This is an optimization exercise on Yosys and OpenROAD, whose aim is small area, a short achievable clock period and few clock cycles, not a production implementation.
Where RTL was checked, it was by simulation tests only, not by an equivalence proof against the original.
For run 2, only the layout was checked, not whether the RTL still works.

==> flow/design.v (outline; a module is shown in full before it is edited, if it fits) <==
// module qpsc_eval: 17 lines
// module qpsc_band_test_dn: 206 lines
// module qpsc_band_test_dp: 204 lines
// module qpsc_fa: 10 lines
// module qpsc_band_fin: 12 lines
// module qpsc_gp: 11 lines
// module qpsc_seq: 85 lines
// module quad_photodiode_stepper_centering: 192 lines
module quad_photodiode_stepper_centering (
    input  logic                              aclk,
    input  logic                              aresetn,
    input  logic                              s_tvalid,
    output logic                              s_tready,
    input  logic [qpsc_pkg::IN_DATA_W-1:0]    s_tdata,   
    input  logic                              s_tuser,   
    output logic                              m_tvalid,
    input  logic                              m_tready,
    output logic [qpsc_pkg::OUT_DATA_W-1:0]   m_tdata,   
    input  logic                              cfg_we,
    input  logic [qpsc_pkg::CFG_IDX_W-1:0]    cfg_index,
    input  logic [qpsc_pkg::CFG_W-1:0]        cfg_wdata
);
  // ...
==> flow/run.sh <==
#!/bin/bash
# synth_recipe.tcl (not shown) runs the flow's synth.tcl, then flattens the netlist and writes it again
# the make line also repeats each setting of config.mk as NAME=value (left out here)
make -C /OpenROAD-flow-scripts/flow DESIGN_CONFIG=/design/flow/config.mk WORK_HOME=/design/flow/orfs CLKGATE_MAP_FILE= SYNTH_SCRIPT=/design/flow/synth_recipe.tcl finish
==> flow/config.mk <==
export PLATFORM = sky130hd
export DESIGN_NAME = quad_photodiode_stepper_centering
export DESIGN_NICKNAME = quad_photodiode_stepper_centering
export VERILOG_FILES = /design/flow/design.v
export SDC_FILE = /design/flow/constraint.sdc
export NUM_CORES = 4
export LEC_CHECK = 0
export CAP_MARGIN = 20
export CORE_MARGIN = 2
export CORE_UTILIZATION = 60
export CTS_CLUSTER_DIAMETER = 200
export CTS_CLUSTER_SIZE = 24
export SLEW_MARGIN = 60
export SYNTH_HIERARCHICAL = 1
export SYNTH_MINIMUM_KEEP_SIZE = 0
==> flow/constraint.sdc <==
create_clock -name core_clock -period 12.5 [get_ports {aclk}]
set_input_delay 2.5000 -clock core_clock [delete_from_list [all_inputs] [get_ports {aclk}]]
set_output_delay 2.5000 -clock core_clock [all_outputs]
set_load 0.01 [all_outputs]
==> flow_metrics.py, run 1 <==
metrics = {
    "outcome": {
        "status": "finished clean",
    },
    "cells_and_area": {
        "clock_buffers": 24,
        "finalInstanceArea_sq_mm": 0.0258,
        "multi_input_cells": 1876,
        "area_growth_pct": 4.26,
        "multiInputGateArea_sq_mm": 0.0164,
        "layout_commonest_cell": "xnor2_1",
        "nFlopsAndLatches": 264,
    },
    "routing": {
        "routed_wl_mm": 57.9,
        "highest_layer": "met4",
        "dr_total_vias": 17700,
        "wl_per_cell_microns": 19.1,
    },
    "timing": {
        "finClkSkew_ns": 0.0212,
        "timing.fmax_ghz": 0.241,
        "worst_slack_ns": 8.36,
    },
    "setup_path": {
        "worstPathCellList": "clkdlybuf4s50_1 -> nor2b_1 -> nor2_1 -> buf_4 -> ha_1 -> inv_1 -> fa_1 -> xor2_1 -> or3_1 -> a21oi_1",
        "reg2reg_setup_slack_ns": 8.39,
        "endpoint_kind": "flip-flop",
        "r2r_cells": 11,
    },
    "die": {
        "die_h_microns": 207,
        "rows": 74,
        "io-pin-count": 98,
    },
    "logic_synthesis": {
        "synth-warning-count": 9,
    },
    "hold_path": {
        "holdPathEnd": "s2_start$_DFF_P_",
    },
    "placed_design": {
        "place_inst": 3002,
    },
    "clock_tree": {
        "cts_setup_buffers": 0,
        "post_cts_resized": 0,
    },
    "global_routing": {
        "met2_usage": 0.472,
        "use_met1": 0.363,
    },
    "run": {
        "max-cap-violations": 0,
    },
}
Testbench counts, summed over its fixed seeds: cycles 32,256.
==> module qpsc_eval, before the edit <==
module qpsc_eval (
    input  logic [13:0]        sum,        
    input  logic signed [14:0] diff,       
    input  logic [7:0]         hi_one,     
    input  logic [7:0]         hi_two,
    input  logic [7:0]         hi_negn,
    input  logic [7:0]         lo_one,     
    input  logic [7:0]         lo_two,
    input  logic [7:0]         lo_negn,
    output logic [7:0]        hi_part,    
    output logic [7:0]        lo_part     
);
    qpsc_band_test_dn u_hi (.one(hi_one), .two(hi_two), .negn(hi_negn), .s(sum), .d(diff),
                            .part(hi_part));
    qpsc_band_test_dp u_lo (.one(lo_one), .two(lo_two), .negn(lo_negn), .s(sum), .d(diff),
                            .part(lo_part));
endmodule
==> module qpsc_seq, before the edit <==
module qpsc_seq (
    input  logic                            aclk,
    input  logic                            rst,          
    input  logic                            fire,         
    input  logic                            start_req,
    input  logic [1:0]                      outcome,      
    input  logic [qpsc_pkg::STEPS_W-1:0]    init_budget,  
    input  logic [qpsc_pkg::MOVES_W-1:0]    max_moves,
    output qpsc_pkg::qpsc_result_t          result
);
    logic [2:0]                       status_reg, status_next;
    logic [qpsc_pkg::PHASE_W-1:0]     phase_reg, phase_next;
    logic                             rev_reg, rev_next;
    logic [qpsc_pkg::STEPS_W-1:0]     budget_reg, budget_next;
    logic [qpsc_pkg::STEPS_W-1:0]     steps_reg, steps_next;
    logic [qpsc_pkg::MOVES_W-1:0]     count_reg, count_next;
    logic [qpsc_pkg::COIL_W-1:0]      coil_reg, coil_next;
    logic moving, stepping, last, do_eval, limit, off_band, move, flip;
    logic [qpsc_pkg::STEPS_W-1:0]     halved;
    always_comb begin
        moving   = (status_reg == qpsc_pkg::ST_MOVING);
        stepping = !start_req && moving;
        last     = (steps_reg[qpsc_pkg::STEPS_W-1:1] == '0);
        do_eval  = start_req || (stepping && last);
        limit    = start_req ? (max_moves == '0) : (count_reg >= max_moves);
        off_band = outcome[1];
        move     = off_band && !limit;
        flip     = !start_req && (!outcome[0] != rev_reg);
        halved   = {1'b0, budget_reg[qpsc_pkg::STEPS_W-1:1]};
        halved[0] = halved[0] || (budget_reg[qpsc_pkg::STEPS_W-1:1] == '0);
    end
    always_comb begin
        status_next = status_reg;
        phase_next  = phase_reg;
        rev_next    = rev_reg;
        budget_next = start_req ? init_budget : budget_reg;
        steps_next  = steps_reg;
        count_next  = count_reg;
        coil_next   = '0;
        if (stepping) begin
            phase_next = rev_reg ? phase_reg - 3'd1 : phase_reg + 3'd1;
            steps_next = steps_reg - qpsc_pkg::STEPS_W'(1);
            coil_next  = qpsc_pkg::coil_lookup(phase_reg);
        end
        if (do_eval) begin
            if (!off_band)
                status_next = outcome[0] ? qpsc_pkg::ST_ALIGNED : qpsc_pkg::ST_NOBEAM;
            else if (limit)
                status_next = qpsc_pkg::ST_LIMIT;
            else
                status_next = qpsc_pkg::ST_MOVING;
            if (move) begin
                if (flip)
                    budget_next = halved;
                rev_next = !outcome[0];
            end
            steps_next = budget_next;
            count_next = start_req ? qpsc_pkg::MOVES_W'(1) : count_reg + qpsc_pkg::MOVES_W'(1);
        end
    end
    always_ff @(posedge aclk) begin
        if (rst) begin
            status_reg <= qpsc_pkg::ST_IDLE;
            phase_reg  <= '0;
            rev_reg    <= 1'b0;
            budget_reg <= '0;
        end else if (fire) begin
            status_reg <= status_next;
            phase_reg  <= phase_next;
            rev_reg    <= rev_next;
            budget_reg <= budget_next;
        end
    end
    always_ff @(posedge aclk) begin
        if (fire) begin
            steps_reg <= steps_next;
            count_reg <= count_next;
            coil_reg  <= coil_next;
        end
    end
    assign result.status       = qpsc_pkg::qpsc_status_t'(status_reg);
    assign result.step_budget  = budget_reg;
    assign result.turn_reverse = rev_reg;
    assign result.coil_pattern = coil_reg;
endmodule
==> module quad_photodiode_stepper_centering, before the edit <==
module quad_photodiode_stepper_centering (
    input  logic                              aclk,
    input  logic                              aresetn,
    input  logic                              s_tvalid,
    output logic                              s_tready,
    input  logic [qpsc_pkg::IN_DATA_W-1:0]    s_tdata,   
    input  logic                              s_tuser,   
    output logic                              m_tvalid,
    input  logic                              m_tready,
    output logic [qpsc_pkg::OUT_DATA_W-1:0]   m_tdata,   
    input  logic                              cfg_we,
    input  logic [qpsc_pkg::CFG_IDX_W-1:0]    cfg_index,
    input  logic [qpsc_pkg::CFG_W-1:0]        cfg_wdata
);
    localparam int SB = qpsc_pkg::SAMPLE_BITS;
    function automatic logic booth_one(input logic [16:0] w, input int k);
        booth_one = w[2*k] ^ ((k == 0) ? 1'b0 : w[2*k-1]);
    endfunction
    function automatic logic booth_two(input logic [16:0] w, input int k);
        logic b0;
        b0 = (k == 0) ? 1'b0 : w[2*k-1];
        booth_two = (w[2*k+1] && !w[2*k] && !b0) || (!w[2*k+1] && w[2*k] && b0);
    endfunction
    logic rst_late;
    always_ff @(posedge aclk) begin
        rst_late <= !aresetn;
    end
    logic [qpsc_pkg::STEPS_W-1:0]  init_budget_reg;    
    logic [qpsc_pkg::TGT_W-1:0]    target_reg;
    logic [qpsc_pkg::TOL_W-1:0]    tol_reg;
    logic [qpsc_pkg::MOVES_W-1:0]  max_moves_reg;
    logic [qpsc_pkg::STEPS_W-1:0]  wr_budget;
    always_comb begin
        if (cfg_wdata[qpsc_pkg::STEPS_W-1:0] == '0)
            wr_budget = qpsc_pkg::STEPS_W'(1);
        else if (cfg_wdata[qpsc_pkg::STEPS_W-1:0] > qpsc_pkg::BUDGET_MAX)
            wr_budget = qpsc_pkg::BUDGET_MAX;
        else
            wr_budget = cfg_wdata[qpsc_pkg::STEPS_W-1:0];
    end
    logic wr_en;
    assign wr_en = cfg_we && aresetn;
    always_ff @(posedge aclk) begin
        if (wr_en && (cfg_index == qpsc_pkg::CFG_INITIAL_STEPS))
            init_budget_reg <= wr_budget;
        else if (rst_late)
            init_budget_reg <= qpsc_pkg::INIT_STEPS_RST;
        if (wr_en && (cfg_index == qpsc_pkg::CFG_TARGET))
            target_reg <= cfg_wdata[qpsc_pkg::TGT_W-1:0];
        else if (rst_late)
            target_reg <= qpsc_pkg::TARGET_RST;
        if (wr_en && (cfg_index == qpsc_pkg::CFG_TOLERANCE))
            tol_reg <= cfg_wdata[qpsc_pkg::TOL_W-1:0];
        else if (rst_late)
            tol_reg <= qpsc_pkg::TOL_RST;
        if (wr_en && (cfg_index == qpsc_pkg::CFG_MAX_MOVES))
            max_moves_reg <= cfg_wdata[qpsc_pkg::MOVES_W-1:0];
        else if (rst_late)
            max_moves_reg <= qpsc_pkg::MAX_MOVES_RST;
    end
    logic [16:0] band_hi17, band_lo17;
    logic        hi_over, lo_under;
    logic [7:0]  hi_one, hi_two, hi_negn, lo_one, lo_two, lo_negn;
    assign band_hi17 = {target_reg[15], target_reg} + {2'b00, tol_reg};
    assign band_lo17 = {target_reg[15], target_reg} - {2'b00, tol_reg};
    assign hi_over   = !band_hi17[16] && band_hi17[15];    
    assign lo_under  = band_lo17[16] && !band_lo17[15];    
    always_ff @(posedge aclk) begin
        for (int k = 0; k < 8; k++) begin
            hi_one[k]  <= !hi_over && booth_one(band_hi17, k);
            hi_two[k]  <= hi_over ? (k == 7) : booth_two(band_hi17, k);
            hi_negn[k] <= hi_over || !band_hi17[2*k+1];
            lo_one[k]  <= !lo_under && booth_one(band_lo17, k);
            lo_two[k]  <= lo_under ? (k == 7) : booth_two(band_lo17, k);
            lo_negn[k] <= lo_under || band_lo17[2*k+1];
        end
    end
    logic                s0_valid;
    logic                s0_start;
    logic [6:0]          s0_bd_lo, s0_bd_hi, s0_ac_lo, s0_ac_hi;    
    logic [SB:0]         s0_bd, s0_ac;
    logic [SB-1:0]       qa, qb, qc, qd;
    assign {qd, qc, qb, qa} = s_tdata[4*SB-1:0];
    always_ff @(posedge aclk) begin
        s0_start <= s_tuser;
        s0_bd_lo <= {1'b0, qb[5:0]}  + {1'b0, qd[5:0]};
        s0_bd_hi <= {1'b0, qb[11:6]} + {1'b0, qd[11:6]};
        s0_ac_lo <= {1'b0, qa[5:0]}  + {1'b0, qc[5:0]};
        s0_ac_hi <= {1'b0, qa[11:6]} + {1'b0, qc[11:6]};
    end
    assign s0_bd = {s0_bd_hi, 6'b0} + 13'(s0_bd_lo);
    assign s0_ac = {s0_ac_hi, 6'b0} + 13'(s0_ac_lo);
    logic                s1_valid;
    logic                s1_start;
    logic [13:0]         s1_sum;
    logic signed [14:0]  s1_diff;
    always_ff @(posedge aclk) begin
        s1_start <= s0_start;
        s1_sum   <= {1'b0, s0_bd} + {1'b0, s0_ac};
        s1_diff  <= {2'b00, s0_bd} - {2'b00, s0_ac};
    end
    logic       s2_valid, s2_start, s2_nobeam, s2_hi, s2_lo;
    logic [7:0] ev_hi_part, ev_lo_part, s2_hi_part, s2_lo_part;
    qpsc_eval u_eval (
        .sum      (s1_sum),
        .diff     (s1_diff),
        .hi_one   (hi_one),
        .hi_two   (hi_two),
        .hi_negn  (hi_negn),
        .lo_one   (lo_one),
        .lo_two   (lo_two),
        .lo_negn  (lo_negn),
        .hi_part  (ev_hi_part),
        .lo_part  (ev_lo_part)
    );
    always_ff @(posedge aclk) begin
        s2_start   <= s1_start;
        s2_nobeam  <= (s1_sum == '0);
        s2_hi_part <= ev_hi_part;
        s2_lo_part <= ev_lo_part;
    end
    qpsc_band_fin u_hi_fin (.part(s2_hi_part), .neg(s2_hi));
    qpsc_band_fin u_lo_fin (.part(s2_lo_part), .neg(s2_lo));
    localparam int QN = 4;            
    logic [2:0] q [QN];               
    logic [1:0] q_wptr, q_rptr;
    logic [2:0] q_count;              
    logic [2:0] s2_tok, head;
    logic       head_valid, fire;
    logic       out_valid_reg;
    logic       ready_reg;
    logic       take;
    logic [2:0] flight;               
    assign s2_tok     = {s2_start, !s2_nobeam && (s2_hi || s2_lo), !s2_nobeam && !s2_hi};
    assign head       = (q_count != 3'd0) ? q[q_rptr] : s2_tok;
    assign head_valid = (q_count != 3'd0) || s2_valid;
    assign fire       = head_valid && (!out_valid_reg || m_tready);
    logic [2:0] q_count_inc, q_count_dec;
    assign q_count_inc = q_count + 3'(s2_valid);
    assign q_count_dec = q_count + 3'(s2_valid) - 3'd1;
    assign s_tready = ready_reg;
    assign take     = s_tvalid && ready_reg;
    always_ff @(posedge aclk) begin
        if (s2_valid)
            q[q_wptr] <= s2_tok;
    end
    always_ff @(posedge aclk) begin
        if (!aresetn) begin
            s0_valid      <= 1'b0;
            s1_valid      <= 1'b0;
            s2_valid      <= 1'b0;
            q_wptr        <= 2'd0;
            q_rptr        <= 2'd0;
            q_count       <= 3'd0;
            flight        <= 3'd0;
            ready_reg     <= 1'b0;
            out_valid_reg <= 1'b0;
        end else begin
            s0_valid      <= take;
            s1_valid      <= s0_valid;
            s2_valid      <= s1_valid;
            q_wptr        <= q_wptr + 2'(s2_valid);
            q_rptr        <= q_rptr + 2'(fire);
            q_count       <= fire ? q_count_dec : q_count_inc;
            case ({take, fire})
                2'b10:   flight <= flight + 3'd1;
                2'b01:   flight <= flight - 3'd1;
                default: flight <= flight;
            endcase
            case ({take, fire})
                2'b10:   ready_reg <= (flight <= 3'(QN - 2));
                2'b01:   ready_reg <= 1'b1;
                default: ready_reg <= (flight <= 3'(QN - 1));
            endcase
            out_valid_reg <= fire || (out_valid_reg && !m_tready);
        end
    end
    qpsc_pkg::qpsc_result_t result;
    qpsc_seq u_seq (
        .aclk        (aclk),
        .rst         (rst_late),
        .fire        (fire),
        .start_req   (head[2]),
        .outcome     (head[1:0]),
        .init_budget (init_budget_reg),
        .max_moves   (max_moves_reg),
        .result      (result)
    );
    assign m_tvalid = out_valid_reg;
    assign m_tdata  = qpsc_pkg::OUT_DATA_W'({result.status, result.step_budget,
                                             result.turn_reverse, result.coil_pattern});
endmodule
==> run 2: changes to the inputs <==
--- a/flow/design.v
+++ b/flow/design.v
@@ -76,2 +76,3 @@
     input  logic [7:0]         hi_negn,
+    input  logic               hi_over,    
     input  logic [7:0]         lo_one,     
@@ -79,9 +80,12 @@
     input  logic [7:0]         lo_negn,
-    output logic [7:0]        hi_part,    
-    output logic [7:0]        lo_part     
+    input  logic               lo_under,   
+    input  logic [15:0]        lo_gn,      
+    output logic               hi,
+    output logic               lo
 );
-    qpsc_band_test_dn u_hi (.one(hi_one), .two(hi_two), .negn(hi_negn), .s(sum), .d(diff),
-                            .part(hi_part));
-    qpsc_band_test_dp u_lo (.one(lo_one), .two(lo_two), .negn(lo_negn), .s(sum), .d(diff),
-                            .part(lo_part));
+    logic hi_neg, lo_neg;
+    qpsc_band_test_dn u_hi (.one(hi_one), .two(hi_two), .negn(hi_negn), .s(sum), .d(diff), .neg(hi_neg));
+    qpsc_band_test_dp u_lo (.one(lo_one), .two(lo_two), .negn(lo_negn), .s(sum), .d(diff), .gn(lo_gn), .neg(lo_neg));
+    assign hi = hi_neg && !hi_over;
+    assign lo = lo_neg && !lo_under;
 endmodule
@@ -93,3 +97,3 @@
     input  logic [14:0] d,
-    output logic [7:0] part     
+    output logic        neg
 );
@@ -113,4 +117,5 @@
     logic cg17, cp17, cg18, cp18, cg19, cp19, cg20, cp20, cg21, cp21, cg22, cp22, cg23, cp23, cg24, cp24;
-    logic cg25, cp25;
+    logic cg25, cp25, cg26, cp26, cg27, cp27, cg28, cp28;
     logic [30:0] ta, tb, tg, tp;
+    logic total_msb;
     assign x0 = ~((((one[0] & s[10]) | (two[0] & s[9])) ^ negn[0]) ^ (((one[1] & s[8]) | (two[1] & s[7])) ^ negn[1]));
@@ -291,3 +296,7 @@
     qpsc_gp c25 (.gh(cg14), .ph(cp14), .gl(cg21), .pl(cp21), .g(cg25), .p(cp25));
-    assign part = {ta[30] ^ tb[30], cg25, cp25, cg24, cp24, cg23, cp23, cg22};
+    qpsc_gp c26 (.gh(cg23), .ph(cp23), .gl(cg22), .pl(cp22), .g(cg26), .p(cp26));
+    qpsc_gp c27 (.gh(cg25), .ph(cp25), .gl(cg24), .pl(cp24), .g(cg27), .p(cp27));
+    qpsc_gp c28 (.gh(cg27), .ph(cp27), .gl(cg26), .pl(cp26), .g(cg28), .p(cp28));
+    assign total_msb = (ta[30] ^ tb[30]) ^ cg28;
+    assign neg = total_msb;
 endmodule
@@ -299,3 +308,4 @@
     input  logic [14:0] d,
-    output logic [7:0] part     
+    input  logic [15:0] gn,      
+    output logic        neg
 );
@@ -315,8 +325,9 @@
     logic x104, y104, x105, y105, x106, y106, x107, y107, x108, y108, x109, y109, x110, y110, x111, y111;
-    logic x112, y112, x113, y113, x114, y114, x115, y115, x116, y116, x117, y117, x118, y118, cg0, cp0;
-    logic cg1, cp1, cg2, cp2, cg3, cp3, cg4, cp4, cg5, cp5, cg6, cp6, cg7, cp7, cg8, cp8;
-    logic cg9, cp9, cg10, cp10, cg11, cp11, cg12, cp12, cg13, cp13, cg14, cp14, cg15, cp15, cg16, cp16;
-    logic cg17, cp17, cg18, cp18, cg19, cp19, cg20, cp20, cg21, cp21, cg22, cp22, cg23, cp23, cg24, cp24;
-    logic cg25, cp25;
+    logic x112, y112, x113, y113, x114, y114, x115, y115, x116, y116, x117, y117, cg0, cp0, cg1, cp1;
+    logic cg2, cp2, cg3, cp3, cg4, cp4, cg5, cp5, cg6, cp6, cg7, cp7, cg8, cp8, cg9, cp9;
+    logic cg10, cp10, cg11, cp11, cg12, cp12, cg13, cp13, cg14, cp14, cg15, cp15, cg16, cp16, cg17, cp17;
+    logic cg18, cp18, cg19, cp19, cg20, cp20, cg21, cp21, cg22, cp22, cg23, cp23, cg24, cp24, cg25, cp25;
+    logic cg26, cp26, cg27, cp27, cg28, cp28;
     logic [30:0] ta, tb, tg, tp;
+    logic total_msb;
     assign x0 = ~((((one[0] & s[10]) | (two[0] & s[9])) ^ negn[0]) ^ (((one[1] & s[8]) | (two[1] & s[7])) ^ negn[1]));
@@ -337,15 +348,16 @@
     qpsc_fa f10 (.a((((one[4] & s[7]) | (two[4] & s[6])) ^ negn[4])), .b((((one[5] & s[5]) | (two[5] & s[4])) ^ negn[5])), .c((((one[6] & s[3]) | (two[6] & s[2])) ^ negn[6])), .s(x10), .co(y10));
-    qpsc_fa f11 (.a((((one[7] & s[1]) | (two[7] & s[0])) ^ negn[7])), .b(~d[0]), .c(negn[0]), .s(x11), .co(y11));
+    qpsc_fa f11 (.a((((one[7] & s[1]) | (two[7] & s[0])) ^ negn[7])), .b(~d[0]), .c(gn[0]), .s(x11), .co(y11));
     qpsc_fa f12 (.a((((two[1] & s[13])) ^ negn[1])), .b((((one[2] & s[12]) | (two[2] & s[11])) ^ negn[2])), .c((((one[3] & s[10]) | (two[3] & s[9])) ^ negn[3])), .s(x12), .co(y12));
     qpsc_fa f13 (.a((((one[4] & s[8]) | (two[4] & s[7])) ^ negn[4])), .b((((one[5] & s[6]) | (two[5] & s[5])) ^ negn[5])), .c((((one[6] & s[4]) | (two[6] & s[3])) ^ negn[6])), .s(x13), .co(y13));
-    qpsc_fa f14 (.a((((one[7] & s[2]) | (two[7] & s[1])) ^ negn[7])), .b(~d[1]), .c(negn[0]), .s(x14), .co(y14));
-    qpsc_fa f15 (.a(~negn[1]), .b((((one[2] & s[13]) | (two[2] & s[12])) ^ negn[2])), .c((((one[3] & s[11]) | (two[3] & s[10])) ^ negn[3])), .s(x15), .co(y15));
-    qpsc_fa f16 (.a((((one[4] & s[9]) | (two[4] & s[8])) ^ negn[4])), .b((((one[5] & s[7]) | (two[5] & s[6])) ^ negn[5])), .c((((one[6] & s[5]) | (two[6] & s[4])) ^ negn[6])), .s(x16), .co(y16));
-    qpsc_fa f17 (.a((((one[7] & s[3]) | (two[7] & s[2])) ^ negn[7])), .b(~d[2]), .c(~negn[0]), .s(x17), .co(y17));
+    qpsc_fa f14 (.a((((one[7] & s[2]) | (two[7] & s[1])) ^ negn[7])), .b(~d[1]), .c(gn[1]), .s(x14), .co(y14));
+    qpsc_fa f15 (.a((((one[2] & s[13]) | (two[2] & s[12])) ^ negn[2])), .b((((one[3] & s[11]) | (two[3] & s[10])) ^ negn[3])), .c((((one[4] & s[9]) | (two[4] & s[8])) ^ negn[4])), .s(x15), .co(y15));
+    qpsc_fa f16 (.a((((one[5] & s[7]) | (two[5] & s[6])) ^ negn[5])), .b((((one[6] & s[5]) | (two[6] & s[4])) ^ negn[6])), .c((((one[7] & s[3]) | (two[7] & s[2])) ^ negn[7])), .s(x16), .co(y16));
+    assign x17 = ~(~d[2] ^ gn[2]);
+    assign y17 = ~d[2] | gn[2];
     qpsc_fa f18 (.a((((two[2] & s[13])) ^ negn[2])), .b((((one[3] & s[12]) | (two[3] & s[11])) ^ negn[3])), .c((((one[4] & s[10]) | (two[4] & s[9])) ^ negn[4])), .s(x18), .co(y18));
     qpsc_fa f19 (.a((((one[5] & s[8]) | (two[5] & s[7])) ^ negn[5])), .b((((one[6] & s[6]) | (two[6] & s[5])) ^ negn[6])), .c((((one[7] & s[4]) | (two[7] & s[3])) ^ negn[7])), .s(x19), .co(y19));
-    assign x20 = ~~d[3];
-    assign y20 = ~d[3];
-    qpsc_fa f21 (.a(~negn[2]), .b((((one[3] & s[13]) | (two[3] & s[12])) ^ negn[3])), .c((((one[4] & s[11]) | (two[4] & s[10])) ^ negn[4])), .s(x21), .co(y21));
-    qpsc_fa f22 (.a((((one[5] & s[9]) | (two[5] & s[8])) ^ negn[5])), .b((((one[6] & s[7]) | (two[6] & s[6])) ^ negn[6])), .c((((one[7] & s[5]) | (two[7] & s[4])) ^ negn[7])), .s(x22), .co(y22));
+    assign x20 = ~(~d[3] ^ gn[3]);
+    assign y20 = ~d[3] | gn[3];
+    qpsc_fa f21 (.a((((one[3] & s[13]) | (two[3] & s[12])) ^ negn[3])), .b((((one[4] & s[11]) | (two[4] & s[10])) ^ negn[4])), .c((((one[5] & s[9]) | (two[5] & s[8])) ^ negn[5])), .s(x21), .co(y21));
+    qpsc_fa f22 (.a((((one[6] & s[7]) | (two[6] & s[6])) ^ negn[6])), .b((((one[7] & s[5]) | (two[7] & s[4])) ^ negn[7])), .c(~d[4]), .s(x22), .co(y22));
     qpsc_fa f23 (.a((((two[3] & s[13])) ^ negn[3])), .b((((one[4] & s[12]) | (two[4] & s[11])) ^ negn[4])), .c((((one[5] & s[10]) | (two[5] & s[9])) ^ negn[5])), .s(x23), .co(y23));
@@ -353,3 +365,3 @@
     assign y24 = (((one[6] & s[8]) | (two[6] & s[7])) ^ negn[6]) | (((one[7] & s[6]) | (two[7] & s[5])) ^ negn[7]);
-    qpsc_fa f25 (.a(~negn[3]), .b((((one[4] & s[13]) | (two[4] & s[12])) ^ negn[4])), .c((((one[5] & s[11]) | (two[5] & s[10])) ^ negn[5])), .s(x25), .co(y25));
+    qpsc_fa f25 (.a((((one[4] & s[13]) | (two[4] & s[12])) ^ negn[4])), .b((((one[5] & s[11]) | (two[5] & s[10])) ^ negn[5])), .c((((one[6] & s[9]) | (two[6] & s[8])) ^ negn[6])), .s(x25), .co(y25));
     assign x26 = ~((((two[4] & s[13])) ^ negn[4]) ^ (((one[5] & s[12]) | (two[5] & s[11])) ^ negn[5]));
@@ -384,18 +396,16 @@
     qpsc_fa f50 (.a(y15), .b(y16), .c(y17), .s(x50), .co(y50));
-    qpsc_fa f51 (.a(x21), .b(x22), .c(~d[4]), .s(x51), .co(y51));
+    qpsc_fa f51 (.a(x21), .b(x22), .c(gn[4]), .s(x51), .co(y51));
     qpsc_fa f52 (.a(y18), .b(y19), .c(y20), .s(x52), .co(y52));
     qpsc_fa f53 (.a(x23), .b(x24), .c(~d[5]), .s(x53), .co(y53));
-    assign x54 = y21 ^ y22;
-    assign y54 = y21 & y22;
-    qpsc_fa f55 (.a(x25), .b((((one[6] & s[9]) | (two[6] & s[8])) ^ negn[6])), .c((((one[7] & s[7]) | (two[7] & s[6])) ^ negn[7])), .s(x55), .co(y55));
-    qpsc_fa f56 (.a(~d[6]), .b(y23), .c(y24), .s(x56), .co(y56));
+    qpsc_fa f54 (.a(gn[5]), .b(y21), .c(y22), .s(x54), .co(y54));
+    qpsc_fa f55 (.a(x25), .b((((one[7] & s[7]) | (two[7] & s[6])) ^ negn[7])), .c(~d[6]), .s(x55), .co(y55));
+    qpsc_fa f56 (.a(gn[6]), .b(y23), .c(y24), .s(x56), .co(y56));
     qpsc_fa f57 (.a(x26), .b((((one[6] & s[10]) | (two[6] & s[9])) ^ negn[6])), .c((((one[7] & s[8]) | (two[7] & s[7])) ^ negn[7])), .s(x57), .co(y57));
-    assign x58 = ~d[7] ^ y25;
-    assign y58 = ~d[7] & y25;
-    qpsc_fa f59 (.a(~negn[4]), .b((((one[5] & s[13]) | (two[5] & s[12])) ^ negn[5])), .c((((one[6] & s[11]) | (two[6] & s[10])) ^ negn[6])), .s(x59), .co(y59));
-    qpsc_fa f60 (.a((((one[7] & s[9]) | (two[7] & s[8])) ^ negn[7])), .b(~d[8]), .c(y26), .s(x60), .co(y60));
+    qpsc_fa f58 (.a(~d[7]), .b(gn[7]), .c(y25), .s(x58), .co(y58));
+    qpsc_fa f59 (.a((((one[5] & s[13]) | (two[5] & s[12])) ^ negn[5])), .b((((one[6] & s[11]) | (two[6] & s[10])) ^ negn[6])), .c((((one[7] & s[9]) | (two[7] & s[8])) ^ negn[7])), .s(x59), .co(y59));
+    qpsc_fa f60 (.a(~d[8]), .b(gn[8]), .c(y26), .s(x60), .co(y60));
     qpsc_fa f61 (.a((((two[5] & s[13])) ^ negn[5])), .b((((one[6] & s[12]) | (two[6] & s[11])) ^ negn[6])), .c((((one[7] & s[10]) | (two[7] & s[9])) ^ negn[7])), .s(x61), .co(y61));
-    assign x62 = ~~d[9];
-    assign y62 = ~d[9];
-    qpsc_fa f63 (.a(~negn[5]), .b((((one[6] & s[13]) | (two[6] & s[12])) ^ negn[6])), .c((((one[7] & s[11]) | (two[7] & s[10])) ^ negn[7])), .s(x63), .co(y63));
+    assign x62 = ~(~d[9] ^ gn[9]);
+    assign y62 = ~d[9] | gn[9];
+    qpsc_fa f63 (.a((((one[6] & s[13]) | (two[6] & s[12])) ^ negn[6])), .b((((one[7] & s[11]) | (two[7] & s[10])) ^ negn[7])), .c(~d[10]), .s(x63), .co(y63));
     assign x64 = ~((((two[6] & s[13])) ^ negn[6]) ^ (((one[7] & s[12]) | (two[7] & s[11])) ^ negn[7]));
@@ -425,44 +435,39 @@
     qpsc_fa f85 (.a(x61), .b(x62), .c(y59), .s(x85), .co(y85));
-    qpsc_fa f86 (.a(x63), .b(~d[10]), .c(y61), .s(x86), .co(y86));
-    qpsc_fa f87 (.a(x64), .b(~d[11]), .c(y63), .s(x87), .co(y87));
-    qpsc_fa f88 (.a(~negn[6]), .b((((one[7] & s[13]) | (two[7] & s[12])) ^ negn[7])), .c(~d[12]), .s(x88), .co(y88));
+    qpsc_fa f86 (.a(x63), .b(gn[10]), .c(y61), .s(x86), .co(y86));
+    qpsc_fa f87 (.a(x64), .b(~d[11]), .c(gn[11]), .s(x87), .co(y87));
+    qpsc_fa f88 (.a((((one[7] & s[13]) | (two[7] & s[12])) ^ negn[7])), .b(~d[12]), .c(gn[12]), .s(x88), .co(y88));
     assign x89 = ~((((two[7] & s[13])) ^ negn[7]) ^ ~d[13]);
     assign y89 = (((two[7] & s[13])) ^ negn[7]) | ~d[13];
-    assign x90 = ~(~negn[7] ^ d[14]);
-    assign y90 = ~negn[7] | d[14];
-    assign x91 = ~((((one[0] & s[2]) | (two[0] & s[1])) ^ negn[0]) ^ (((one[1] & s[0])) ^ negn[1]));
-    assign y91 = (((one[0] & s[2]) | (two[0] & s[1])) ^ negn[0]) | (((one[1] & s[0])) ^ negn[1]);
-    assign x92 = ~((((one[0] & s[3]) | (two[0] & s[2])) ^ negn[0]) ^ (((one[1] & s[1]) | (two[1] & s[0])) ^ negn[1]));
-    assign y92 = (((one[0] & s[3]) | (two[0] & s[2])) ^ negn[0]) | (((one[1] & s[1]) | (two[1] & s[0])) ^ negn[1]);
-    qpsc_fa f93 (.a(x65), .b((((one[2] & s[0])) ^ negn[2])), .c(negn[2]), .s(x93), .co(y93));
-    qpsc_fa f94 (.a(x66), .b((((one[2] & s[1]) | (two[2] & s[0])) ^ negn[2])), .c(y65), .s(x94), .co(y94));
-    qpsc_fa f95 (.a(x67), .b(negn[3]), .c(y66), .s(x95), .co(y95));
-    qpsc_fa f96 (.a(x68), .b(y27), .c(y67), .s(x96), .co(y96));
-    qpsc_fa f97 (.a(x69), .b(y28), .c(y68), .s(x97), .co(y97));
-    qpsc_fa f98 (.a(x70), .b(y30), .c(y69), .s(x98), .co(y98));
-    qpsc_fa f99 (.a(x71), .b(y32), .c(y70), .s(x99), .co(y99));
-    qpsc_fa f100 (.a(x72), .b(y34), .c(y71), .s(x100), .co(y100));
-    qpsc_fa f101 (.a(x73), .b(y36), .c(y72), .s(x101), .co(y101));
-    qpsc_fa f102 (.a(x74), .b(y38), .c(y73), .s(x102), .co(y102));
-    qpsc_fa f103 (.a(x75), .b(y40), .c(y74), .s(x103), .co(y103));
-    qpsc_fa f104 (.a(x76), .b(y42), .c(y75), .s(x104), .co(y104));
-    qpsc_fa f105 (.a(x77), .b(y44), .c(y76), .s(x105), .co(y105));
-    qpsc_fa f106 (.a(x78), .b(y46), .c(y77), .s(x106), .co(y106));
-    qpsc_fa f107 (.a(x79), .b(y48), .c(y78), .s(x107), .co(y107));
-    qpsc_fa f108 (.a(x80), .b(y50), .c(y79), .s(x108), .co(y108));
-    qpsc_fa f109 (.a(x81), .b(y52), .c(y80), .s(x109), .co(y109));
-    qpsc_fa f110 (.a(x82), .b(y54), .c(y81), .s(x110), .co(y110));
-    qpsc_fa f111 (.a(x83), .b(y56), .c(y82), .s(x111), .co(y111));
-    qpsc_fa f112 (.a(x84), .b(y58), .c(y83), .s(x112), .co(y112));
-    qpsc_fa f113 (.a(x85), .b(y60), .c(y84), .s(x113), .co(y113));
-    qpsc_fa f114 (.a(x86), .b(y62), .c(y85), .s(x114), .co(y114));
-    assign x115 = x87 ^ y86;
-    assign y115 = x87 & y86;
-    qpsc_fa f116 (.a(x88), .b(y64), .c(y87), .s(x116), .co(y116));
-    assign x117 = x89 ^ y88;
-    assign y117 = x89 & y88;
-    assign x118 = x90 ^ y89;
-    assign y118 = x90 & y89;
-    assign ta = {y90, x118, x117, x116, x115, x114, x113, x112, x111, x110, x109, x108, x107, x106, x105, x104, x103, x102, x101, x100, x99, x98, x97, x96, x95, x94, x93, x92, x91, (((one[0] & s[1]) | (two[0] & s[0])) ^ negn[0]), (((one[0] & s[0])) ^ negn[0])};
-    assign tb = {y118, y117, y116, y115, y114, y113, y112, y111, y110, y109, y108, y107, y106, y105, y104, y103, y102, y101, y100, y99, y98, y97, y96, y95, y94, y93, y92, y91, negn[1], 1'b1, negn[0]};
+    assign x90 = ~((((one[0] & s[2]) | (two[0] & s[1])) ^ negn[0]) ^ (((one[1] & s[0])) ^ negn[1]));
+    assign y90 = (((one[0] & s[2]) | (two[0] & s[1])) ^ negn[0]) | (((one[1] & s[0])) ^ negn[1]);
+    assign x91 = ~((((one[0] & s[3]) | (two[0] & s[2])) ^ negn[0]) ^ (((one[1] & s[1]) | (two[1] & s[0])) ^ negn[1]));
+    assign y91 = (((one[0] & s[3]) | (two[0] & s[2])) ^ negn[0]) | (((one[1] & s[1]) | (two[1] & s[0])) ^ negn[1]);
+    qpsc_fa f92 (.a(x65), .b((((one[2] & s[0])) ^ negn[2])), .c(negn[2]), .s(x92), .co(y92));
+    qpsc_fa f93 (.a(x66), .b((((one[2] & s[1]) | (two[2] & s[0])) ^ negn[2])), .c(y65), .s(x93), .co(y93));
+    qpsc_fa f94 (.a(x67), .b(negn[3]), .c(y66), .s(x94), .co(y94));
+    qpsc_fa f95 (.a(x68), .b(y27), .c(y67), .s(x95), .co(y95));
+    qpsc_fa f96 (.a(x69), .b(y28), .c(y68), .s(x96), .co(y96));
+    qpsc_fa f97 (.a(x70), .b(y30), .c(y69), .s(x97), .co(y97));
+    qpsc_fa f98 (.a(x71), .b(y32), .c(y70), .s(x98), .co(y98));
+    qpsc_fa f99 (.a(x72), .b(y34), .c(y71), .s(x99), .co(y99));
+    qpsc_fa f100 (.a(x73), .b(y36), .c(y72), .s(x100), .co(y100));
+    qpsc_fa f101 (.a(x74), .b(y38), .c(y73), .s(x101), .co(y101));
+    qpsc_fa f102 (.a(x75), .b(y40), .c(y74), .s(x102), .co(y102));
+    qpsc_fa f103 (.a(x76), .b(y42), .c(y75), .s(x103), .co(y103));
+    qpsc_fa f104 (.a(x77), .b(y44), .c(y76), .s(x104), .co(y104));
+    qpsc_fa f105 (.a(x78), .b(y46), .c(y77), .s(x105), .co(y105));
+    qpsc_fa f106 (.a(x79), .b(y48), .c(y78), .s(x106), .co(y106));
+    qpsc_fa f107 (.a(x80), .b(y50), .c(y79), .s(x107), .co(y107));
+    qpsc_fa f108 (.a(x81), .b(y52), .c(y80), .s(x108), .co(y108));
+    qpsc_fa f109 (.a(x82), .b(y54), .c(y81), .s(x109), .co(y109));
+    qpsc_fa f110 (.a(x83), .b(y56), .c(y82), .s(x110), .co(y110));
+    qpsc_fa f111 (.a(x84), .b(y58), .c(y83), .s(x111), .co(y111));
+    qpsc_fa f112 (.a(x85), .b(y60), .c(y84), .s(x112), .co(y112));
+    qpsc_fa f113 (.a(x86), .b(y62), .c(y85), .s(x113), .co(y113));
+    qpsc_fa f114 (.a(x87), .b(y63), .c(y86), .s(x114), .co(y114));
+    qpsc_fa f115 (.a(x88), .b(y64), .c(y87), .s(x115), .co(y115));
+    qpsc_fa f116 (.a(x89), .b(gn[13]), .c(y88), .s(x116), .co(y116));
+    qpsc_fa f117 (.a(d[14]), .b(gn[14]), .c(y89), .s(x117), .co(y117));
+    assign ta = {gn[15], x117, x116, x115, x114, x113, x112, x111, x110, x109, x108, x107, x106, x105, x104, x103, x102, x101, x100, x99, x98, x97, x96, x95, x94, x93, x92, x91, x90, (((one[0] & s[1]) | (two[0] & s[0])) ^ negn[0]), (((one[0] & s[0])) ^ negn[0])};
+    assign tb = {y117, y116, y115, y114, y113, y112, y111, y110, y109, y108, y107, y106, y105, y104, y103, y102, y101, y100, y99, y98, y97, y96, y95, y94, y93, y92, y91, y90, negn[1], 1'b1, negn[0]};
     assign tg = ~(ta | tb);
@@ -495,3 +500,7 @@
     qpsc_gp c25 (.gh(cg14), .ph(cp14), .gl(cg21), .pl(cp21), .g(cg25), .p(cp25));
-    assign part = {ta[30] ^ tb[30], cg25, cp25, cg24, cp24, cg23, cp23, cg22};
+    qpsc_gp c26 (.gh(cg23), .ph(cp23), .gl(cg22), .pl(cp22), .g(cg26), .p(cp26));
+    qpsc_gp c27 (.gh(cg25), .ph(cp25), .gl(cg24), .pl(cp24), .g(cg27), .p(cp27));
+    qpsc_gp c28 (.gh(cg27), .ph(cp27), .gl(cg26), .pl(cp26), .g(cg28), .p(cp28));
+    assign total_msb = (ta[30] ^ tb[30]) ^ cg28;
+    assign neg = total_msb;
 endmodule
@@ -507,14 +516,2 @@
 endmodule
-module qpsc_band_fin (
-    input  logic [7:0] part,
-    output logic        neg
-);
-    logic carry;
-    always_comb begin
-        carry = part[0];
-        for (int i = 1; 2 * i < 7; i++)
-            carry = part[2*i] | (part[2*i-1] & carry);
-    end
-    assign neg = part[7] ^ carry;
-endmodule
 module qpsc_gp (
@@ -530,2 +527,14 @@
 endmodule
+module qpsc_band_g (
+    input  logic [7:0]  negn,
+    output logic [15:0] g
+);
+    logic [15:0] spread;
+    always_comb begin
+        spread = '0;
+        for (int k = 0; k < 8; k++)
+            spread[2*k] = negn[k];
+    end
+    assign g = spread + 16'd27307;
+endmodule
 `timescale 1ns / 1ps
@@ -533,6 +542,8 @@
     input  logic                            aclk,
-    input  logic                            rst,          
+    input  logic                            aresetn,
     input  logic                            fire,         
     input  logic                            start_req,
-    input  logic [1:0]                      outcome,      
+    input  logic                            no_beam,
+    input  logic                            hi,
+    input  logic                            lo,
     input  logic [qpsc_pkg::STEPS_W-1:0]    init_budget,  
@@ -556,5 +567,5 @@
         limit    = start_req ? (max_moves == '0) : (count_reg >= max_moves);
-        off_band = outcome[1];
-        move     = off_band && !limit;
-        flip     = !start_req && (!outcome[0] != rev_reg);
+        off_band = hi || lo;
+        move     = !no_beam && off_band && !limit;
+        flip     = !start_req && (hi != rev_reg);
         halved   = {1'b0, budget_reg[qpsc_pkg::STEPS_W-1:1]};
@@ -576,4 +587,6 @@
         if (do_eval) begin
-            if (!off_band)
-                status_next = outcome[0] ? qpsc_pkg::ST_ALIGNED : qpsc_pkg::ST_NOBEAM;
+            if (no_beam)
+                status_next = qpsc_pkg::ST_NOBEAM;
+            else if (!off_band)
+                status_next = qpsc_pkg::ST_ALIGNED;
             else if (limit)
@@ -585,3 +598,3 @@
                     budget_next = halved;
-                rev_next = !outcome[0];
+                rev_next = hi;
             end
@@ -592,3 +605,3 @@
     always_ff @(posedge aclk) begin
-        if (rst) begin
+        if (!aresetn) begin
             status_reg <= qpsc_pkg::ST_IDLE;
@@ -640,6 +653,2 @@
     endfunction
-    logic rst_late;
-    always_ff @(posedge aclk) begin
-        rst_late <= !aresetn;
-    end
     logic [qpsc_pkg::STEPS_W-1:0]  init_budget_reg;    
@@ -657,42 +666,45 @@
     end
-    logic wr_en;
-    assign wr_en = cfg_we && aresetn;
     always_ff @(posedge aclk) begin
-        if (wr_en && (cfg_index == qpsc_pkg::CFG_INITIAL_STEPS))
-            init_budget_reg <= wr_budget;
-        else if (rst_late)
+        if (!aresetn) begin
             init_budget_reg <= qpsc_pkg::INIT_STEPS_RST;
-        if (wr_en && (cfg_index == qpsc_pkg::CFG_TARGET))
-            target_reg <= cfg_wdata[qpsc_pkg::TGT_W-1:0];
-        else if (rst_late)
-            target_reg <= qpsc_pkg::TARGET_RST;
-        if (wr_en && (cfg_index == qpsc_pkg::CFG_TOLERANCE))
-            tol_reg <= cfg_wdata[qpsc_pkg::TOL_W-1:0];
-        else if (rst_late)
-            tol_reg <= qpsc_pkg::TOL_RST;
-        if (wr_en && (cfg_index == qpsc_pkg::CFG_MAX_MOVES))
-            max_moves_reg <= cfg_wdata[qpsc_pkg::MOVES_W-1:0];
-        else if (rst_late)
-            max_moves_reg <= qpsc_pkg::MAX_MOVES_RST;
+            target_reg      <= qpsc_pkg::TARGET_RST;
+            tol_reg         <= qpsc_pkg::TOL_RST;
+            max_moves_reg   <= qpsc_pkg::MAX_MOVES_RST;
+        end else if (cfg_we) begin
+            case (cfg_index)
+                qpsc_pkg::CFG_INITIAL_STEPS: init_budget_reg <= wr_budget;
+                qpsc_pkg::CFG_TARGET:        target_reg      <= cfg_wdata[qpsc_pkg::TGT_W-1:0];
+                qpsc_pkg::CFG_TOLERANCE:     tol_reg         <= cfg_wdata[qpsc_pkg::TOL_W-1:0];
+                qpsc_pkg::CFG_MAX_MOVES:     max_moves_reg   <= cfg_wdata[qpsc_pkg::MOVES_W-1:0];
+                default: ;
+            endcase
+        end
     end
     logic [16:0] band_hi17, band_lo17;
-    logic        hi_over, lo_under;
     logic [7:0]  hi_one, hi_two, hi_negn, lo_one, lo_two, lo_negn;
+    logic        hi_over, lo_under;
+    logic [7:0]  lo_negn_next;
+    logic [15:0] lo_g_next, lo_gn;
     assign band_hi17 = {target_reg[15], target_reg} + {2'b00, tol_reg};
     assign band_lo17 = {target_reg[15], target_reg} - {2'b00, tol_reg};
-    assign hi_over   = !band_hi17[16] && band_hi17[15];    
-    assign lo_under  = band_lo17[16] && !band_lo17[15];    
     always_ff @(posedge aclk) begin
         for (int k = 0; k < 8; k++) begin
-            hi_one[k]  <= !hi_over && booth_one(band_hi17, k);
-            hi_two[k]  <= hi_over ? (k == 7) : booth_two(band_hi17, k);
-            hi_negn[k] <= hi_over || !band_hi17[2*k+1];
-            lo_one[k]  <= !lo_under && booth_one(band_lo17, k);
-            lo_two[k]  <= lo_under ? (k == 7) : booth_two(band_lo17, k);
-            lo_negn[k] <= lo_under || band_lo17[2*k+1];
+            hi_one[k]  <= booth_one(band_hi17, k);
+            hi_two[k]  <= booth_two(band_hi17, k);
+            hi_negn[k] <= !band_hi17[2*k+1];
+            lo_one[k]  <= booth_one(band_lo17, k);
+            lo_two[k]  <= booth_two(band_lo17, k);
+            lo_negn[k] <= band_lo17[2*k+1];       
         end
+        hi_over  <= !band_hi17[16] && band_hi17[15];
+        lo_under <= band_lo17[16] && !band_lo17[15];
+        lo_gn    <= ~lo_g_next;
     end
+    always_comb begin
+        for (int k = 0; k < 8; k++)
+            lo_negn_next[k] = band_lo17[2*k+1];
+    end
+    qpsc_band_g u_lo_g (.negn(lo_negn_next), .g(lo_g_next));
     logic                s0_valid;
     logic                s0_start;
-    logic [6:0]          s0_bd_lo, s0_bd_hi, s0_ac_lo, s0_ac_hi;    
     logic [SB:0]         s0_bd, s0_ac;
@@ -702,9 +714,5 @@
         s0_start <= s_tuser;
-        s0_bd_lo <= {1'b0, qb[5:0]}  + {1'b0, qd[5:0]};
-        s0_bd_hi <= {1'b0, qb[11:6]} + {1'b0, qd[11:6]};
-        s0_ac_lo <= {1'b0, qa[5:0]}  + {1'b0, qc[5:0]};
-        s0_ac_hi <= {1'b0, qa[11:6]} + {1'b0, qc[11:6]};
+        s0_bd    <= {1'b0, qb} + {1'b0, qd};
+        s0_ac    <= {1'b0, qa} + {1'b0, qc};
     end
-    assign s0_bd = {s0_bd_hi, 6'b0} + 13'(s0_bd_lo);
-    assign s0_ac = {s0_ac_hi, 6'b0} + 13'(s0_ac_lo);
     logic                s1_valid;
@@ -718,7 +726,7 @@
     end
-    logic       s2_valid, s2_start, s2_nobeam, s2_hi, s2_lo;
-    logic [7:0] ev_hi_part, ev_lo_part, s2_hi_part, s2_lo_part;
+    logic s2_valid, s2_start, s2_nobeam, s2_hi, s2_lo;
+    logic ev_hi, ev_lo;
     qpsc_eval u_eval (
-        .sum      (s1_sum),
-        .diff     (s1_diff),
+        .sum     (s1_sum),
+        .diff    (s1_diff),
         .hi_one   (hi_one),
@@ -726,2 +734,3 @@
         .hi_negn  (hi_negn),
+        .hi_over  (hi_over),
         .lo_one   (lo_one),
@@ -729,19 +738,18 @@
         .lo_negn  (lo_negn),
-        .hi_part  (ev_hi_part),
-        .lo_part  (ev_lo_part)
+        .lo_under (lo_under),
+        .lo_gn    (lo_gn),
+        .hi      (ev_hi),
+        .lo      (ev_lo)
     );
     always_ff @(posedge aclk) begin
-        s2_start   <= s1_start;
-        s2_nobeam  <= (s1_sum == '0);
-        s2_hi_part <= ev_hi_part;
-        s2_lo_part <= ev_lo_part;
+        s2_start  <= s1_start;
+        s2_nobeam <= (s1_sum == '0);
+        s2_hi     <= ev_hi;
+        s2_lo     <= ev_lo;
     end
-    qpsc_band_fin u_hi_fin (.part(s2_hi_part), .neg(s2_hi));
-    qpsc_band_fin u_lo_fin (.part(s2_lo_part), .neg(s2_lo));
     localparam int QN = 4;            
-    logic [2:0] q [QN];               
-    logic [1:0] q_wptr, q_rptr;
-    logic [2:0] q_count;              
-    logic [2:0] s2_tok, head;
-    logic       head_valid, fire;
+    logic [3:0] q [QN];               
+    logic [2:0] q_count, q_count_next, q_wr;
+    logic [3:0] s2_tok, head;
+    logic       head_valid, fire, push, pop;
     logic       out_valid_reg;
@@ -750,9 +758,10 @@
     logic [2:0] flight;               
-    assign s2_tok     = {s2_start, !s2_nobeam && (s2_hi || s2_lo), !s2_nobeam && !s2_hi};
-    assign head       = (q_count != 3'd0) ? q[q_rptr] : s2_tok;
+    assign s2_tok     = {s2_start, s2_nobeam, s2_hi, s2_lo};
+    assign head       = (q_count != 3'd0) ? q[0] : s2_tok;
     assign head_valid = (q_count != 3'd0) || s2_valid;
     assign fire       = head_valid && (!out_valid_reg || m_tready);
-    logic [2:0] q_count_inc, q_count_dec;
-    assign q_count_inc = q_count + 3'(s2_valid);
-    assign q_count_dec = q_count + 3'(s2_valid) - 3'd1;
+    assign pop        = fire && (q_count != 3'd0);
+    assign push       = s2_valid && !(fire && (q_count == 3'd0));
+    assign q_count_next = q_count + 3'(push) - 3'(pop);
+    assign q_wr       = q_count - 3'(pop);
     assign s_tready = ready_reg;
@@ -760,4 +769,8 @@
     always_ff @(posedge aclk) begin
-        if (s2_valid)
-            q[q_wptr] <= s2_tok;
+        for (int i = 0; i < QN; i++) begin
+            if (push && (q_wr == 3'(i)))
+                q[i] <= s2_tok;
+            else if (pop && (i < QN - 1))
+                q[i] <= q[(i < QN - 1) ? i + 1 : i];
+        end
     end
@@ -768,4 +781,2 @@
             s2_valid      <= 1'b0;
-            q_wptr        <= 2'd0;
-            q_rptr        <= 2'd0;
             q_count       <= 3'd0;
@@ -778,10 +789,4 @@
             s2_valid      <= s1_valid;
-            q_wptr        <= q_wptr + 2'(s2_valid);
-            q_rptr        <= q_rptr + 2'(fire);
-            q_count       <= fire ? q_count_dec : q_count_inc;
-            case ({take, fire})
-                2'b10:   flight <= flight + 3'd1;
-                2'b01:   flight <= flight - 3'd1;
-                default: flight <= flight;
-            endcase
+            q_count       <= q_count_next;
+            flight        <= flight + 3'(take) - 3'(fire);
             case ({take, fire})
@@ -797,6 +802,8 @@
         .aclk        (aclk),
-        .rst         (rst_late),
+        .aresetn     (aresetn),
         .fire        (fire),
-        .start_req   (head[2]),
-        .outcome     (head[1:0]),
+        .start_req   (head[3]),
+        .no_beam     (head[2]),
+        .hi          (head[1]),
+        .lo          (head[0]),
         .init_budget (init_budget_reg),
--- a/flow/config.mk
+++ b/flow/config.mk
@@ -9,6 +9,4 @@
 export CORE_MARGIN = 2
-export CORE_UTILIZATION = 60
-export CTS_CLUSTER_DIAMETER = 200
-export CTS_CLUSTER_SIZE = 24
-export SLEW_MARGIN = 60
+export CORE_UTILIZATION = 40
+export SLEW_MARGIN = 20
 export SYNTH_HIERARCHICAL = 1
==> run 2 against run 1 <==
Clock skew down 0.0013 ns. Die area up 52%. Via count up 8.3%. First-iteration DRC count up 12%. Highest routed layer unchanged.
==> flow_metrics.py, run 2 <==
metrics = {
    "setup_path": {
        "required_ns": 13.00,
        "path_buf_inv": 0,
        "path_max_fanout": 33,
        "startpoint_type": "flip-flop",
        "critPathTopFamily": "adder cells",
        "worstPathCellList": "a22oi_1 -> xnor2_1 -> fa_1 -> fa_1 -> fa_1 -> fa_1 -> nand2_1 -> and2_1 -> and2_1 -> and2_1 -> a21o_1 -> a21o_1 -> xnor2_1 -> xnor2_1 -> nor2b_4",
        "worstSetupPathType": "reg2reg",
        "cp.arrival_ns": 5.64,
        "critPathSlowestCell": "dfxtp_2",
        "slowest_delay_ns": 0.92,
        "endpoint_kind": "flip-flop",
        "crit_top_cell": "fa_1",
    },
    "clock_tree": {
        "post_cts_resized": 0,
        "cts_setup_buffers": 0,
        "clockBufferDepth": 3,
        "clock-sinks": 264,
        "holdBufCountCts": 0,
        "cts-root-buf": "clkbuf_16",
        "insertion_delay_ns": 0.57,
        "cts_tree": "done",
        "htreeDepth": 1,
        "clk_transition_reported_paths_ns": 0.06,
        "cts_made_buffers": 29,
    },
    "placed_design": {
        "placed_cell_area_sq_mm": 0.0261,
        "place_congestion": 0.859,
        "hpwl_mm": 47.2,
        "port_buffers": 94,
        "place_inst": 3471,
    },
    "die": {
        "io-pin-count": 98,
        "die_x_microns": 255,
        "rows": 92,
        "core-area_sq_mm": 0.0626,
        "die_area_sq_mm": 0.0650,
        "die_h_microns": 255,
        "initial_utilization": 0.402,
    },
    "timing": {
        "final_min_period_over_clock_period": 0.412,
        "finClkSkew_ns": 0.0199,
        "timing.fmax_ghz": 0.194,
        "tns_ns": 0,
        "fin_crit_ns": 5.15,
        "worstMarginPinSlew_ns": 1.10,
        "relSlewSlack": 0.265,
        "whs_ns": 0.342,
        "slew_violations": 0,
        "rsz0062_at_grt": "false",
        "hold_viol_final": 0,
        "setup_viol": 0,
    },
    "global_routing": {
        "top_usage_layer": "met2",
        "met3_usage": 0.0222,
        "grt_use_total": 0.198,
        "use_met1": 0.280,
        "grt_pass1_vias": 19200,
        "grt_antenna_before_repair": 0,
        "grt_pass1_wl_mm": 104,
        "met2_usage": 0.321,
        "overflow": 0,
        "grt_max_degree": 75,
    },
    "cells_and_area": {
        "area_growth_pct": 7.54,
        "nFillCells": 6151,
        "fin_nets": 3088,
        "drive_gt1_frac": 0.0698,
        "final_cell_mix": "xnor2_1 (273), nand2_1 (262), dfxtp_1 (214)",
        "finalInstanceArea_sq_mm": 0.0271,
        "layout_commonest_cell": "xnor2_1",
        "antenna_cells": 0,
        "fin_cells": 3526,
    },
    "routing": {
        "drt_iter0_drc": 1346,
        "dr_total_vias": 19200,
        "vias_per_cell": 5.45,
        "drt_first_pass_iters": 5,
        "wl_per_cell_microns": 18.3,
        "routed_wl_mm": 64.4,
        "drc": 0,
        "ant_nets": 0,
    },
    "logic_synthesis": {
        "synth_area_per_cell_sq_um": 9.36,
        "postSynthCellCount": 2692,
        "synth-warning-count": 10,
        "syn_area_sq_mm": 0.0252,
    },
    "hold_path": {
        "hold_path.class": "reg2reg",
    },
    "run": {
        "max-cap-violations": 0,
    },
    "outcome": {
        "status": "finished clean",
    },
}
-- run 2: area by class of cell --
cell class / instances / area, sq um / share of cell area
timing repair buffer: 118 / 1120 / 0.0412
multi-input combinational: 2026 / 17300 / 0.638
tap: 846 / 1060 / 0.0391
clock buffer: 38 / 823 / 0.0304
sequential: 264 / 5780 / 0.213
inverter: 218 / 818 / 0.0302
clock inverter: 16 / 215 / 0.00794
-- run 2: routing by layer --
| layer | routed length, microns | share of wire | vias up |
|---|---|---|---|
| li1 | - | - | 9045 |
| met1 | 29700 | 0.46 | 9508 |
| met2 | 29900 | 0.46 | 562 |
| met3 | 3400 | 0.053 | 85 |
| met4 | 1430 | 0.022 | 0 |
| met5 | 0 | 0 | - |
-- run 2: per-stage QoR --
step	setup WS, ns	util
2_1_floorplan	8.16	-
3_3_place_gp	7.51	0.416
3_5_place_dp	7.44	0.416
4_1_cts	7.41	0.433
5_1_grt	7.09	0.433
6_report	7.35	0.433
-- run 2: path summary, 6_finish.rpt --
check / start / cells past startpoint / end / slack, ns
min: s0_start$_DFF_P_ / 0 / s1_start$_DFF_P_ / 0.34
min reg2reg: s0_start$_DFF_P_ / 0 / s1_start$_DFF_P_ / 0.34
max reg2reg: s1_sum[11]$_DFF_P_ / 15 / s2_lo$_DFF_P_ / 7.35
max: s1_sum[11]$_DFF_P_ / 15 / s2_lo$_DFF_P_ / 7.35
-- run 2: worst reg2reg max path, delay by kind of cell (launching register included) --
family | cells | cell delay [ns]
AOI/OAI and AO/OA | 3 | 0.72
xor gates and xnor gates | 3 | 0.66
adders and majority gates | 4 | 2.10
DFF | 1 | 0.92
and+or+nand+nor | 5 | 0.68

-- static timing again, ports no longer ideal --
In the flow no input, the clock included, has a driving cell. The finished layouts below were timed again as built, in two steps. Step 1, drivers: a clkbuf_16 drives aclk and a buf_2 each remaining input, both assumed. Step 2 adds t to the input delays and takes it off the output delays; t is the mean of the earliest and latest rising clock arrival at the registers after step 1. Input paths then give back, and output paths get back, about the clock's delay inside the block. Slacks: ideal / step 1 / step 2; pairs: ideal / step 1.
run	t, ns	slack for setup (ns)	hold slack, ns	worst slew at a driven data input, ns	pins driven straight from the clock port
run 1	0.540	8.358 / 8.339 / 7.848	0.352 / 0.352 / 0.352	0.05	1
run 2	0.623	7.354 / 7.354 / 7.354	0.342 / 0.342 / 0.342	0.07	1
After both steps every run listed still meets setup and hold. The setup slack of run 1, which loses most, moves by -0.019 ns with the drivers and by -0.510 ns with both steps.
